From an optimization exercise on the open Yosys and OpenROAD flow, aimed at small area and a short achievable clock period; shortcuts taken in it are not production practice.
The RTL of this run was laid out without a check of its function.
Power is estimated from default activity; no workload was simulated.

$ cat flow/run.sh
#!/bin/bash
# synth_recipe.tcl (not shown) runs the flow's synth.tcl, then flattens the netlist and writes it again
# the make line also repeats each setting of config.mk as NAME=value (left out here)
make -C /OpenROAD-flow-scripts/flow DESIGN_CONFIG=/design/flow/config.mk WORK_HOME=/design/flow/orfs CLKGATE_MAP_FILE= SYNTH_SCRIPT=/design/flow/synth_recipe.tcl finish
$ cat flow/config.mk
export PLATFORM = sky130hd
export DESIGN_NAME = sorted_priority_queue_unit
export DESIGN_NICKNAME = sorted_priority_queue_unit
export VERILOG_FILES = /design/flow/design.v
export SDC_FILE = /design/flow/constraint.sdc
export NUM_CORES = 4
export LEC_CHECK = 0
export CAP_MARGIN = 20
export CORE_MARGIN = 2
export CORE_UTILIZATION = 40
export SLEW_MARGIN = 20
$ cat flow/constraint.sdc
create_clock -name core_clock -period 3.6 [get_ports {clk_i}]
set_input_delay 0.7200 -clock core_clock [delete_from_list [all_inputs] [get_ports {clk_i}]]
set_output_delay 0.7200 -clock core_clock [all_outputs]
set_load 0.01 [all_outputs]
$ cat flow/design.v
`default_nettype none
package spq_pkg;
  localparam logic FUNC_ENQ = 1'b0;
  localparam logic FUNC_DEQ = 1'b1;
  localparam logic [1:0] STATUS_OK        = 2'd0;
  localparam logic [1:0] STATUS_DEQ_EMPTY = 2'd1;
  localparam logic [1:0] STATUS_ENQ_FULL  = 2'd2;
  localparam int unsigned PRIO_W  = 16;
  localparam int unsigned TAG_W   = 16;
  localparam int unsigned FILL_W  = 5;
  typedef struct packed {
    logic enq;
    logic deq;
  } spq_ctrl_t;
endpackage
`default_nettype wire
`default_nettype none
module spq_cell
(
  input  wire logic                        clk_i,
  input  wire logic                        sel_keep_i,
  input  wire logic                        sel_left_i,
  input  wire logic                        sel_right_i,
  input  wire logic                        sel_new_i,
  input  wire logic                        occ_i,
  input  wire logic [spq_pkg::PRIO_W-1:0]  new_prio_i,
  input  wire logic [spq_pkg::TAG_W-1:0]   new_tag_i,
  input  wire logic [spq_pkg::PRIO_W-1:0]  left_prio_i,
  input  wire logic [spq_pkg::TAG_W-1:0]   left_tag_i,
  input  wire logic [spq_pkg::PRIO_W-1:0]  right_prio_i,
  input  wire logic [spq_pkg::TAG_W-1:0]   right_tag_i,
  output logic                             ins_o,
  output logic [spq_pkg::PRIO_W-1:0]       prio_o,
  output logic [spq_pkg::TAG_W-1:0]        tag_o
);
  logic [spq_pkg::PRIO_W-1:0] prio_q;
  logic [spq_pkg::TAG_W-1:0]  tag_q;
  assign ins_o = !occ_i || (prio_q < new_prio_i);
  always_ff @(posedge clk_i) begin
    prio_q <= ({spq_pkg::PRIO_W{sel_keep_i}}  & prio_q)
            | ({spq_pkg::PRIO_W{sel_left_i}}  & left_prio_i)
            | ({spq_pkg::PRIO_W{sel_right_i}} & right_prio_i)
            | ({spq_pkg::PRIO_W{sel_new_i}}   & new_prio_i);
    tag_q  <= ({spq_pkg::TAG_W{sel_keep_i}}   & tag_q)
            | ({spq_pkg::TAG_W{sel_left_i}}   & left_tag_i)
            | ({spq_pkg::TAG_W{sel_right_i}}  & right_tag_i)
            | ({spq_pkg::TAG_W{sel_new_i}}    & new_tag_i);
  end
  assign prio_o = prio_q;
  assign tag_o  = tag_q;
endmodule
`default_nettype wire
`default_nettype none
module sorted_priority_queue_unit
#(
  parameter int unsigned DEPTH = 16
) (
  input  wire logic              clk_i,
  input  wire logic              rst_ni,
  input  wire logic              req_valid_i,
  output logic                   req_stall_o,
  input  wire logic              func_i,
  input  wire logic [spq_pkg::PRIO_W-1:0] priority_req_i,
  input  wire logic [spq_pkg::TAG_W-1:0]  item_tag_i,
  output logic                   rsp_valid_o,
  input  wire logic              rsp_stall_i,
  output logic                   out_valid_o,
  output logic [spq_pkg::PRIO_W-1:0]      out_priority_o,
  output logic [spq_pkg::TAG_W-1:0]       out_tag_o,
  output logic [1:0]             status_o,
  output logic [spq_pkg::FILL_W-1:0]      fill_count_o,
  output logic                   is_empty_o
);
  localparam int unsigned CNT_W = $clog2(DEPTH + 1);
  logic [CNT_W-1:0] count_q, count_d;
  logic             accept, full, empty, enq, deq, deq_ok;
  logic                       pend_q;
  logic [spq_pkg::PRIO_W-1:0] pend_prio_q;
  logic [spq_pkg::TAG_W-1:0]  pend_tag_q;
  logic [DEPTH-1:0] occ_q, occ_d;
  logic [spq_pkg::PRIO_W-1:0] cell_prio [DEPTH];
  logic [spq_pkg::TAG_W-1:0]  cell_tag  [DEPTH];
  logic [DEPTH+1:0]  ins_x;    
  logic                   rsp_valid_q;
  logic                   res_valid_q;
  logic [spq_pkg::PRIO_W-1:0]      res_prio_q;
  logic [spq_pkg::TAG_W-1:0]       res_tag_q;
  logic [1:0]             res_status_q, res_status_d;
  logic [spq_pkg::FILL_W-1:0]      res_fill_q;
  logic                   res_empty_q;
  logic                   head_pend;
  logic [spq_pkg::PRIO_W-1:0]      head_prio;
  logic [spq_pkg::TAG_W-1:0]       head_tag;
  assign req_stall_o = rsp_valid_q && rsp_stall_i;
  assign accept      = req_valid_i && !req_stall_o;
  assign enq         = accept && (func_i == spq_pkg::FUNC_ENQ);
  assign deq         = accept && (func_i == spq_pkg::FUNC_DEQ);
  assign full        = count_q[CNT_W-1];
  assign empty       = (count_q == '0);
  assign deq_ok      = deq && !empty;
  assign ins_x[0]       = 1'b0;
  assign ins_x[DEPTH+1] = 1'b1;
  for (genvar i = 0; i < DEPTH; i++) begin : g_cell
    logic sk_n, sl_n, sn_n, sk_d, sr_d, sn_d;
    logic [spq_pkg::PRIO_W-1:0] left_prio, right_prio;
    logic [spq_pkg::TAG_W-1:0]  left_tag, right_tag;
    logic ins_l, ins_c, ins_r;
    assign ins_l = ins_x[i];
    assign ins_c = ins_x[i+1];
    assign ins_r = ins_x[i+2];
    assign sk_n = !(pend_q && ins_c);
    assign sl_n = pend_q && ins_l;
    assign sn_n = pend_q && ins_c && !ins_l;
    assign sk_d = pend_q && ins_c;
    assign sr_d = !(pend_q && ins_r);
    assign sn_d = pend_q && ins_r && !ins_c;
    if (i == 0) begin : g_head
      assign left_prio = '0;
      assign left_tag  = '0;
    end else begin : g_body
      assign left_prio = cell_prio[i-1];
      assign left_tag  = cell_tag[i-1];
    end
    if (i == DEPTH - 1) begin : g_tail
      assign right_prio = '0;
      assign right_tag  = '0;
    end else begin : g_inner
      assign right_prio = cell_prio[i+1];
      assign right_tag  = cell_tag[i+1];
    end
    spq_cell u_cell (
      .clk_i        (clk_i),
      .sel_keep_i   (deq ? sk_d : sk_n),
      .sel_left_i   (deq ? 1'b0 : sl_n),
      .sel_right_i  (deq ? sr_d : 1'b0),
      .sel_new_i    (deq ? sn_d : sn_n),
      .occ_i        (occ_q[i]),
      .new_prio_i   (pend_prio_q),
      .new_tag_i    (pend_tag_q),
      .left_prio_i  (left_prio),
      .left_tag_i   (left_tag),
      .right_prio_i (right_prio),
      .right_tag_i  (right_tag),
      .ins_o        (ins_x[i+1]),
      .prio_o       (cell_prio[i]),
      .tag_o        (cell_tag[i])
    );
  end
  always_comb begin
    occ_d = occ_q;
    if (pend_q && !deq) begin
      occ_d = {occ_q[DEPTH-2:0], 1'b1};
    end else if (!pend_q && deq) begin
      occ_d = {1'b0, occ_q[DEPTH-1:1]};
    end
  end
  always_ff @(posedge clk_i or negedge rst_ni) begin
    if (!rst_ni) begin
      occ_q  <= '0;
      pend_q <= 1'b0;
    end else begin
      occ_q  <= occ_d;
      pend_q <= enq && !full;
    end
  end
  always_ff @(posedge clk_i) begin
    pend_prio_q <= priority_req_i;
    pend_tag_q  <= item_tag_i;
  end
  always_comb begin
    count_d = count_q;
    if (enq && !full) begin
      count_d = count_q + 1'b1;
    end else if (deq_ok) begin
      count_d = count_q - 1'b1;
    end
  end
  always_ff @(posedge clk_i or negedge rst_ni) begin
    if (!rst_ni) begin
      count_q <= '0;
    end else begin
      count_q <= count_d;
    end
  end
  always_comb begin
    res_status_d = spq_pkg::STATUS_OK;
    if (enq && full) begin
      res_status_d = spq_pkg::STATUS_ENQ_FULL;
    end else if (deq && empty) begin
      res_status_d = spq_pkg::STATUS_DEQ_EMPTY;
    end
  end
  assign head_pend = pend_q && ins_x[1];
  assign head_prio = head_pend ? pend_prio_q : cell_prio[0];
  assign head_tag  = head_pend ? pend_tag_q  : cell_tag[0];
  always_ff @(posedge clk_i or negedge rst_ni) begin
    if (!rst_ni) begin
      rsp_valid_q <= 1'b0;
    end else if (accept) begin
      rsp_valid_q <= 1'b1;
    end else if (!rsp_stall_i) begin
      rsp_valid_q <= 1'b0;
    end
  end
  always_ff @(posedge clk_i) begin
    if (accept) begin
      res_valid_q  <= deq_ok;
      res_prio_q   <= deq_ok ? head_prio : '0;
      res_tag_q    <= deq_ok ? head_tag : '0;
      res_status_q <= res_status_d;
      res_fill_q   <= count_d;
      res_empty_q  <= (count_d == '0);
    end
  end
  assign rsp_valid_o    = rsp_valid_q;
  assign out_valid_o    = res_valid_q;
  assign out_priority_o = res_prio_q;
  assign out_tag_o      = res_tag_q;
  assign status_o       = res_status_q;
  assign fill_count_o   = res_fill_q;
  assign is_empty_o     = res_empty_q;
endmodule
`default_nettype wire
==> run notes <==
==> critical path, stage by stage (launching register included) <==
cell       delay (ns)
dfxtp_1          0.32
inv_1            0.34
ha_1             0.32
a2111oi_0        0.49
nor3_1           0.19
o21ai_1          0.40
nand3_1          0.13
ha_1             0.38
buf_12           0.25
a22o_1           0.23
a221o_1          0.26
==> stage by stage <==
stage               total power [mW]  std cells
finish                         24.25       4035
global route                   25.75       4035
CTS                            24.28       4034
detailed placement             17.60       3923
global placement               17.29       3923
floorplan                      15.43       3026
==> power by group through the flow <==
stage	clock [mW]	sequential, mW	combinational (mW)
after global routing	7.03	12.1	6.58
after floorplan	0	11.0	4.42
after global placement	0	11.9	5.35
after detailed placement	0	11.9	5.66
after CTS	6.74	11.8	5.71
final	6.64	11.9	5.73
==> how the worst max path moves through the flow <==
| stage | to | from | cells after the start | slack (ns) |
|---|---|---|---|---|
| 3_3_place_gp | g_cell[12].u_cell.prio_q[15] | rsp_stall_i | 11 | -0.09 |
| 6_report | g_cell[14].u_cell.tag_q[11] | pend_prio_q[1] | 10 | 0.14 |
| 4_1_cts | g_cell[5].u_cell.prio_q[14] | pend_prio_q[9] | 10 | 0.13 |
| 5_1_grt | g_cell[14].u_cell.tag_q[0] | pend_prio_q[1] | 10 | -0.02 |
| 2_1_floorplan | occ_q[12] | rsp_stall_i | 11 | 0.04 |
| 3_5_place_dp | g_cell[5].u_cell.prio_q[14] | rsp_stall_i | 11 | 0.08 |
==> state kept, by name, summed over array words and instances (netlist names) <==
signal,cells
res_valid_q,1
rsp_valid_q,1
g_cell.u_cell.tag_q,256
res_fill_q,5
pend_q,1
res_status_q,2
count_q,5
res_prio_q,16
occ_q,16
res_tag_q,16
g_cell.u_cell.prio_q,256
res_empty_q,1
pend_prio_q,16
pend_tag_q,16
==> cell usage after synthesis, drive strengths merged, types with 3 or more instances <==
| library cell | count |
|---|---|
| a211o | 3 |
| inv | 32 |
| nand4 | 12 |
| and3 | 4 |
| nand3 | 19 |
| a2111oi | 3 |
| a221o | 162 |
| mux2i | 15 |
| nor3 | 26 |
| nor2 | 59 |
| a222oi | 160 |
| o211a | 5 |
| and4 | 3 |
| a32oi | 64 |
| o211ai | 136 |
| a21o | 7 |
| a41oi | 4 |
| ha | 245 |
| a211oi | 13 |
| o21a | 15 |
| o21ai | 298 |
| edfxtp | 41 |
| o31ai | 4 |
| or3 | 3 |
| clkbuf | 217 |
| a2bb2oi | 3 |
| a22o | 160 |
| a22oi | 134 |
| xnor2 | 5 |
| dfrtp | 23 |
| nand2b | 7 |
| dfxtp | 544 |
| a31oi | 8 |
| or4 | 7 |
| nand2 | 336 |
| and2 | 26 |
| buf | 44 |
| a21oi | 147 |
| nor2b | 12 |
| nor4 | 3 |
==> per-layer routing <==
layer  routed length, um  share of wire (%)  up-vias  GRT usage [%]
met2               44930                 48      932          40.56
li1                    -                  -    12140              -
met4                3274                3.5        0          9.104
met3                5247                5.6      186          2.776
met1               40470                 43    12840          31.63
met5                   0                  0        -              0
==> logic make-up (layout without fill, tap and decap cells) <==
kind of cell,after synthesis,count (layout)
AO/OA/AOI/OAI,1338,1338
flip-flops,608,608
AND/OR/NAND/NOR,521,521
buffers and inverters,293,343
adder cells (fa/ha/maj),245,245
multiplexers,16,16
XOR/XNOR,5,5
==> layout make-up <==
class / count / area [um2] / share of cell area, %
repair buffers: 200 / 1894 / 5.605
inverters: 32 / 123.9 / 0.3665
multi-input cells: 2125 / 15810 / 46.77
flip-flops and latches: 608 / 12700 / 37.57
well taps: 959 / 1200 / 3.550
clock inverters: 21 / 307.8 / 0.9107
clock buffers: 90 / 1767 / 5.227
==> impl_metrics.yaml <==
clocking:
  cts_tree: "yes"
  worstSkewPairLatency_ns: 0.65
  clockBufferDepth: 3
  cts_htree_levels: 2
  clock_sinks: 608
  post_cts_buffers: 0
  cts_resized: 0
  clk_pin_slew_ns: 0.07
  cts_made_buffers: 61
  cts-root-buf: "clkbuf_16"
  ctsHoldBuffers: 0
grt:
  grt_pass1_vias: 26110
  grt_pass1_wl_mm: 147.5
  grt_max_degree: 43
  antenna_found_initial: 0
  grt-ovfl-total: 0
  globalRouteTotalUtil_pct: 24.08
yosys:
  ys_ff_latch: 608
  synth_compound_area_share_pct: 34.25
  syn_nets: 3308
  synth_top_cell_area_share_pct: 37.03
  yosysWarnings: 4
  synth_top_area_cell: "dfxtp_1"
  seq_area_frac_synth_pct: 43.17
  synthCells: 3026
  syn_area_um2: 29410
  synth.area.top_cells: "dfxtp_1 (37%), ha_1 (10%), a221o_1 (5.5%), a222oi_1 (5.4%), o21ai_0 (4.8%)"
  yosys.area_share.simple_pct: 7.606
  synthAdderAreaFrac_pct: 10.42
  ys_types: 59
  synthFlopType: "dfxtp_1"
  async_reset_ff_share_pct: 3.783
  synthMuxAreaShare_pct: 0.5488
  yosys.area_share.xor_xnor_pct: 0.1489
  synth_top_family_by_area: "compound AO/OA/AOI/OAI gates"
  syn_area_per_cell_um2: 9.720
  synth_edf_count: 41
floorplanning:
  io_pins: 80
  die_w_um: 275.2
  start_util_pct: 40.38
  die-area_um2: 75720
  coreArea_um2: 72830
  row_count: 99
  fp.dieH_um: 275.2
critical_path:
  start_kind: "register"
  crit_fanout: 24
  worstRegToRegCells: 10
  crit_arrival_ns: 4.00
  worstReg2RegEnd: "g_cell[14].u_cell.tag_q[11]"
  endpoint_kind: "register"
  crit_type: "reg -> reg"
  r2r_setup_slack_ns: 0.14
  r2r-start: "pend_prio_q[1]"
  critical_path_required_ns: 4.14
status:
  outcome: "timing/DRC/antenna clean"
sta:
  slew_viol_final: 0
  setup_tns_ns: 0
  period_needed_ns: 3.460
  setup_violations: 0
  rsz0062_at_grt: "true"
  relSlewSlack_pct: 26.80
  tightestPinTransition_ns: 1.097
  fin_worst_skew_ns: 0.03238
  fin_hold_ws_ns: 0.4561
  finalHoldViolCount: 0
  fin_crit_sh_pct: 96.12
  timing.fmax_mhz: 289.0
  fin_ws_ns: 0.1395
pwr:
  powerDensity_nw_per_um2: 717.5
  seq_power_share_pct: 49.0
  ir_worst_vdd_mv: 0.4486
  sw_frac_of_total_pct: 33.47
  power.leakage_nw: 12.55
  combPwrFrac_pct: 23.6
  clock_power_share_pct: 27.4
  p_sw_mw: 8.116
  cell_internal_pwr_mw: 16.13
placed_design:
  place_ws_ns: 0.07560
  dp_hpwl_mm: 69.83
  port_buffers: 79
  placed_area_um2: 31660
  place.gp.congestion: 0.8892
cells_and_area:
  drive_gt1_share_pct: 8.583
  num-nets-final: 3310
  final_common_cell: "dfxtp_1"
  antenna_cells: 0
  final_core_util_pct: 46.40
  design_area_um2: 33800
  fill_cells: 6744
  layout_common_cells: "dfxtp_1 (544), nand2_1 (336), o21ai_0 (284)"
  syn_to_final_growth_pct: 14.91
min_path:
  hold_path_class: "in -> async"
run:
  drv_cap: 0
route:
  vias: 26100
  ant_nets: 0
  firstDrtPassIters: 10
  avgRoutedWirePerCell_um: 23.28
  wirelength_mm: 93.92
  drtIter0Drc: 3331
  drc: 0
  viasPerCell: 6.468

[re-timing with driven ports]
In the flow no input, the clock included, has a driving cell. The finished layout below was timed again as built, in two steps.
Step 1 sets driving cells, clkbuf_16 on the clock port and buf_2 on the other inputs (assumed; they add their load-dependent delay and slew).
Step 2 adds t to the input delays and takes it off the output delays; t is the mean of the earliest and latest rising clock arrival at the registers after step 1. Input paths then give back, and output paths get back, about the clock's delay inside the block.
Slacks: ideal / step 1 / step 2; pairs: ideal / step 1.
t, ns: 0.707
setup slack, ns: 0.140 / 0.140 / 0.027
clock arrival spread, ns: 0.034 / 0.034
cell pins on the clock port's net: 1
After both steps setup and hold are still met in this run. For this run, drivers alone change the setup slack by 0.000 ns; drivers and shift together by -0.113 ns.
